This design comes from an exercise in tuning for small area, a short achievable clock period and few clock cycles on the open sky130 flow, not from production work. In this exercise RTL edits were held to simulation tests only and were not proved equivalent to the original.

## kalman_tilt_angle_filter_unit
module kalman_tilt_angle_filter_unit
#(
  parameter int DATA_WIDTH = DataWidthDef,
  parameter int FRAC_BITS  = FracBitsDef
) (
  input  logic                    clk_i,
  input  logic                    rst_ni,
  input  logic                    s_axis_tvalid,
  output logic                    s_axis_tready,
  input  logic [2*DATA_WIDTH-1:0] s_axis_tdata,
  output logic                    m_axis_tvalid,
  input  logic                    m_axis_tready,
  output logic [2*DATA_WIDTH-1:0] m_axis_tdata,
  input  logic                    cfg_we_i,
  input  logic [IdxBits-1:0]      cfg_idx_i,
  input  logic [CfgBits-1:0]      cfg_data_i
);
Size in the first run: ~11000 cells after synthesis, about 970 flip-flops, roughly 160 I/O pins.
export LEC_CHECK = 0
export ABC_AREA = 1
export CAP_MARGIN = 20
export CORE_MARGIN = 2
export CORE_UTILIZATION = 35
export PLACE_DENSITY = 0.5
export SLEW_MARGIN = 20
create_clock -name core_clock -period 22.0 [get_ports {clk_i}]
run.sh (not shown) runs the stock make flow with config.mk's settings and CLKGATE_MAP_FILE= SYNTH_SCRIPT=/design/flow/synth_recipe.tcl, a recipe that flattens the netlist after the stock synthesis.
Testbench counts at the start, summed over its fixed seeds: cycles 8,386.
==> next run, changes <==
--- a/flow/design.v
+++ b/flow/design.v
@@ -326,25 +326,25 @@
       p01_q  <= '0;
       p11_q  <= 32'sd65536;
     end else begin
       if (s_axis_tvalid && rdy_q) begin
         rdy_q <= 1'b0;
         smp_q <= 1'b1;
       end
       if (vld_q && m_axis_tready) vld_q <= 1'b0;
       if (ratep_q && !vld_q) begin
         ratep_q <= 1'b0;
         relrt_q <= 1'b1;
       end
-      if (relp2_q && relrt_q) begin
+      if (relp2_q && (relrt_q || (ratep_q && !vld_q) || (qv_q && qtgt_q == OP_P3 && !vld_q && !angp_q))) begin
         relp2_q <= 1'b0;
         rdy_q   <= 1'b1;
       end
       if (angp_q && relrt_q) begin
         angp_q  <= 1'b0;
         relrt_q <= 1'b0;
         vld_q   <= 1'b1;
       end
       if (mstart) begin
         mrun_q <= 1'b1;
         mpc_q  <= mpc_n;
         if (mst == OP_P2) begin
=> Synthesized cell count went up by 2.7%; worst setup slack improves by 0.77 ns; final area climbs by 1.5%; final cell count came out higher by 2.3%.
Testbench counts after the change, summed over its fixed seeds: cycles 7,803.

========
Another version of the RTL of kalman_tilt_angle_filter_unit (not shown whole).
For scale: roughly 160 I/O pins, roughly 65000 um^2 of cells after synthesis.
// kalman_tilt_angle_filter_unit
module kalman_tilt_angle_filter_unit
#(
  parameter int DATA_WIDTH = DataWidthDef,
  parameter int FRAC_BITS  = FracBitsDef
) (
  input  logic                    clk_i,
  input  logic                    rst_ni,
  input  logic                    s_axis_tvalid,
  output logic                    s_axis_tready,
  input  logic [2*DATA_WIDTH-1:0] s_axis_tdata,
  output logic                    m_axis_tvalid,
  input  logic                    m_axis_tready,
  output logic [2*DATA_WIDTH-1:0] m_axis_tdata,
  input  logic                    cfg_we_i,
  input  logic [IdxBits-1:0]      cfg_idx_i,
  input  logic [CfgBits-1:0]      cfg_data_i
);
  localparam logic [3:0] OP_RST = 4'd0;    
  localparam logic [3:0] OP_C1  = 4'd1;    
  localparam logic [3:0] OP_C4  = 4'd2;    
  localparam logic [3:0] OP_A1  = 4'd3;    
  localparam logic [3:0] OP_M2  = 4'd4;    
  localparam logic [3:0] OP_M3  = 4'd5;    
  localparam logic [3:0] OP_P1  = 4'd6;    
  localparam logic [3:0] OP_A4  = 4'd7;    
  localparam logic [3:0] OP_P4  = 4'd8;    
  localparam logic [3:0] OP_M5  = 4'd9;    
  localparam logic [3:0] OP_ERR = 4'd10;   
  localparam logic [3:0] OP_P5  = 4'd11;   
  localparam logic [3:0] OP_P3  = 4'd12;   
  localparam logic [3:0] OP_P2  = 4'd13;   
  localparam logic [3:0] OP_CP  = 4'd14;   
  localparam logic signed [34:0] SatHi = 35'sd2147483647;
  localparam logic signed [34:0] SatLo = -35'sd2147483648;
  logic [23:0] qa_q, qb_q, dt_q;
  logic [16:0] rr_q;   
  logic [16:0] c1_q, c4_q;
  logic        cval_q;
  ...
==> flow/config.mk <==
export PLATFORM = sky130hd
export DESIGN_NAME = kalman_tilt_angle_filter_unit
export DESIGN_NICKNAME = kalman_tilt_angle_filter_unit
export VERILOG_FILES = /design/flow/design.v
export SDC_FILE = /design/flow/constraint.sdc
export NUM_CORES = 4
export LEC_CHECK = 0
export CAP_MARGIN = 20
export CORE_MARGIN = 2
export CORE_UTILIZATION = 35
export PLACE_DENSITY = 0.5
export SLEW_MARGIN = 20
==> flow/constraint.sdc <==
create_clock -name core_clock -period 22.0 [get_ports {clk_i}]
set_input_delay 4.4000 -clock core_clock [delete_from_list [all_inputs] [get_ports {clk_i}]]
set_output_delay 4.4000 -clock core_clock [all_outputs]
set_load 0.01 [all_outputs]
Testbench counts at the start, summed over its fixed seeds: cycles 19,998.
Change:
--- a/flow/design.v
+++ b/flow/design.v
@@ -65,13 +65,12 @@
   logic [1:0]  mcnt_q;
   logic [31:0] ma_q, mb_q, ms_q, mc_q;
   logic        mneg_q;
   logic [1:0]  dph_q;
   logic [3:0]  dcnt_q;
   logic [31:0] dr_q, ed_q;
-  logic [33:0] e3_q;        
   logic [35:0] dd_q;
   logic        dneg_q, dovf_q, dfirst_q;
   logic [3:0]  dtgt_q;
   localparam logic [1:0] D_IDLE = 2'd0;
   localparam logic [1:0] D_RUN  = 2'd1;
   localparam logic [1:0] D_WB   = 2'd2;
@@ -107,26 +106,26 @@
   logic is_p, m_go, m_mul_n, m_xfer;
   logic [3:0] mop_n;
   always_comb begin
     is_p = (mop_q == OP_P1) || (mop_q == OP_P4) || (mop_q == OP_P5) ||
            (mop_q == OP_P3) || (mop_q == OP_P2);
     case (mop_q)
-      OP_P1:                       m_go = smp_q && (!epos_q || dfree);
+      OP_P1:                       m_go = smp_q && (!e_pos || dfree);
       OP_P4, OP_P5, OP_P3, OP_P2:  m_go = dfree;
       default:                     m_go = 1'b1;
     endcase
     m_go   = m_go && !mrun_q;
-    m_xfer = m_go && is_p && (mop_q != OP_P1 || epos_q);
+    m_xfer = m_go && is_p && (mop_q != OP_P1 || e_pos);
     case (mop_q)
       OP_RST:  mop_n = cval_q ? OP_A1 : OP_C1;
       OP_C1:   mop_n = OP_C4;
       OP_C4:   mop_n = OP_A1;
       OP_A1:   mop_n = OP_M3;
       OP_M3:   mop_n = OP_M2;
       OP_M2:   mop_n = OP_P1;
-      OP_P1:   mop_n = epos_q ? OP_A4 : OP_CP;
+      OP_P1:   mop_n = e_pos ? OP_A4 : OP_CP;
       OP_CP:   mop_n = OP_A4;
       OP_A4:   mop_n = epos_q ? OP_P4 : OP_M5;
       OP_P4:   mop_n = OP_M5;
       OP_M5:   mop_n = epos_q ? OP_ERR : OP_RST;
       OP_ERR:  mop_n = OP_P5;
       OP_P5:   mop_n = OP_P3;
@@ -195,27 +194,21 @@
     if (msum > SatHi)      msat = 32'sh7fffffff;
     else if (msum < SatLo) msat = 32'sh80000000;
     else                   msat = msum[31:0];
   end
   logic [31:0] dv_r;
   logic [35:0] dv_d;
-  logic [33:0] dx4;
-  logic [34:0] df1, df2, df3;
+  logic [33:0] df;
   logic        dovf_c, dskip;
   always_comb begin
     dv_r = dr_q;
     dv_d = dd_q;
-    for (int j = 0; j < 2; j++) begin
-      dx4  = {dv_r, dv_d[35:34]};
-      df1  = {1'b0, dx4} - {3'b000, ed_q};
-      df2  = {1'b0, dx4} - {2'b00, ed_q, 1'b0};
-      df3  = {1'b0, dx4} - {1'b0, e3_q};
-      if (!df3[34])      begin dv_r = df3[31:0]; dv_d = {dv_d[33:0], 2'd3}; end
-      else if (!df2[34]) begin dv_r = df2[31:0]; dv_d = {dv_d[33:0], 2'd2}; end
-      else if (!df1[34]) begin dv_r = df1[31:0]; dv_d = {dv_d[33:0], 2'd1}; end
-      else               begin dv_r = dx4[31:0]; dv_d = {dv_d[33:0], 2'd0}; end
+    for (int j = 0; j < 4; j++) begin
+      df   = {1'b0, dv_r, dv_d[35]} - {2'b00, ed_q};
+      dv_r = df[33] ? {dv_r[30:0], dv_d[35]} : df[31:0];
+      dv_d = {dv_d[34:0], ~df[33]};
     end
     dovf_c = dr_q >= ed_q;
     dskip  = (dr_q[31:24] == 8'd0) && ({dr_q[23:0], dd_q[35:28]} < ed_q) && (dcnt_q <= 4'd7);
   end
   logic signed [34:0] dx, dsum;
   logic signed [31:0] dsat;
@@ -305,13 +298,12 @@
   always_ff @(posedge clk_i) begin
     if (rdy_q) begin
       gyr_q <= s_axis_tdata[63:32];
       mes_q <= {s_axis_tdata[31], s_axis_tdata[31:0]};
     end
     if (mrun_q) begin
-      if (mop_q == OP_P1) epos_q <= e_pos;   
       ms_q   <= cs_s;
       mc_q   <= cs_c;
       mb_q   <= {cs_out, mb_q[31:8]};
       mcnt_q <= mcnt_q + 2'd1;
     end else if (m_go) begin
       case (mop_q)
@@ -320,12 +312,13 @@
         OP_A1:  n00_q <= msum[32:0];
         OP_M2:  n00_q <= 33'(msat);
         OP_M3:  n01_q <= msat;
         OP_ERR: mes_q <= msum[32:0];
         default: ;
       endcase
+      if (mop_q == OP_P1) epos_q <= e_pos;
       if (mop_q == OP_M5 && !epos_q) gyr_q <= g_sat;
       ma_q   <= sa_mag[31:0];
       mb_q   <= sb_mag[31:0];
       mneg_q <= sa[32] ^ sb[32] ^ inv_n;
       ms_q   <= '0;
       mc_q   <= '0;
@@ -349,14 +342,11 @@
       dd_q     <= {mb_q, 4'd0};
       dneg_q   <= mneg_q;
       dtgt_q   <= mop_q;
       dcnt_q   <= '0;
       dfirst_q <= 1'b1;
       dovf_q   <= 1'b0;
-      if (mop_q == OP_P1) begin
-        ed_q <= e_n[31:0];
-        e3_q <= 34'(e_n[31:0]) + {1'b0, e_n[31:0], 1'b0};
-      end
+      if (mop_q == OP_P1) ed_q <= e_n[31:0];
     end
   end
 endmodule
 `default_nettype wire
=> The new run passed the timing, DRC and antenna checks. Cell count decreases by 11%. Fmax decreases by 44%. First-iteration DRC count decreases by 16%. Worst hold slack gets worse by 18 ps. Via count decreases by 10%. Sequential share of layout area increases by 1.2 points. Register-to-register slack gets worse by 6900 ps. Final area decreases by 9.3%. Worst setup slack gets worse by 6900 ps. Global-route usage decreases by 0.90 points.
Testbench counts after the change, summed over its fixed seeds: cycles 19,998.

-- separate check: timing with driven ports --
In the flow no input, the clock included, has a driving cell. The finished layouts below were timed again as built, in two steps. Step 1 (the two cells are an assumption about what drives the block):
set clk [get_ports {clk_i}]
set_driving_cell -lib_cell sky130_fd_sc_hd__clkbuf_16 $clk
set_driving_cell -lib_cell sky130_fd_sc_hd__buf_2 [delete_from_list [all_inputs] $clk]
Step 2 moves the port delays by t, midway between the first and last clock arrival at a register: inputs arrive t later, outputs are due t later. That takes back most of the time a late clock gives input paths. a / b / c = ideal / step 1 / step 2; a / b = the first two.
| run | t, ns | slack for setup (ns) | worst setup path at the end | worst data-port slew with drivers (ns) |
|---|---|---|---|---|
| the first run of note 1 | 0.870 | 13.213 / 13.213 / 13.213 | register to register | 0.06 |
| the second run of note 1 | 0.907 | 13.981 / 13.981 / 13.981 | register to register | 0.14 |
| the first run of note 2 | 0.782 | 13.078 / 13.078 / 13.078 | register to register | 0.07 |
| the second run of note 2 | 0.794 | 6.148 / 6.148 / 6.148 | register to register | 0.10 |
After both steps setup and hold are still met in every run listed.
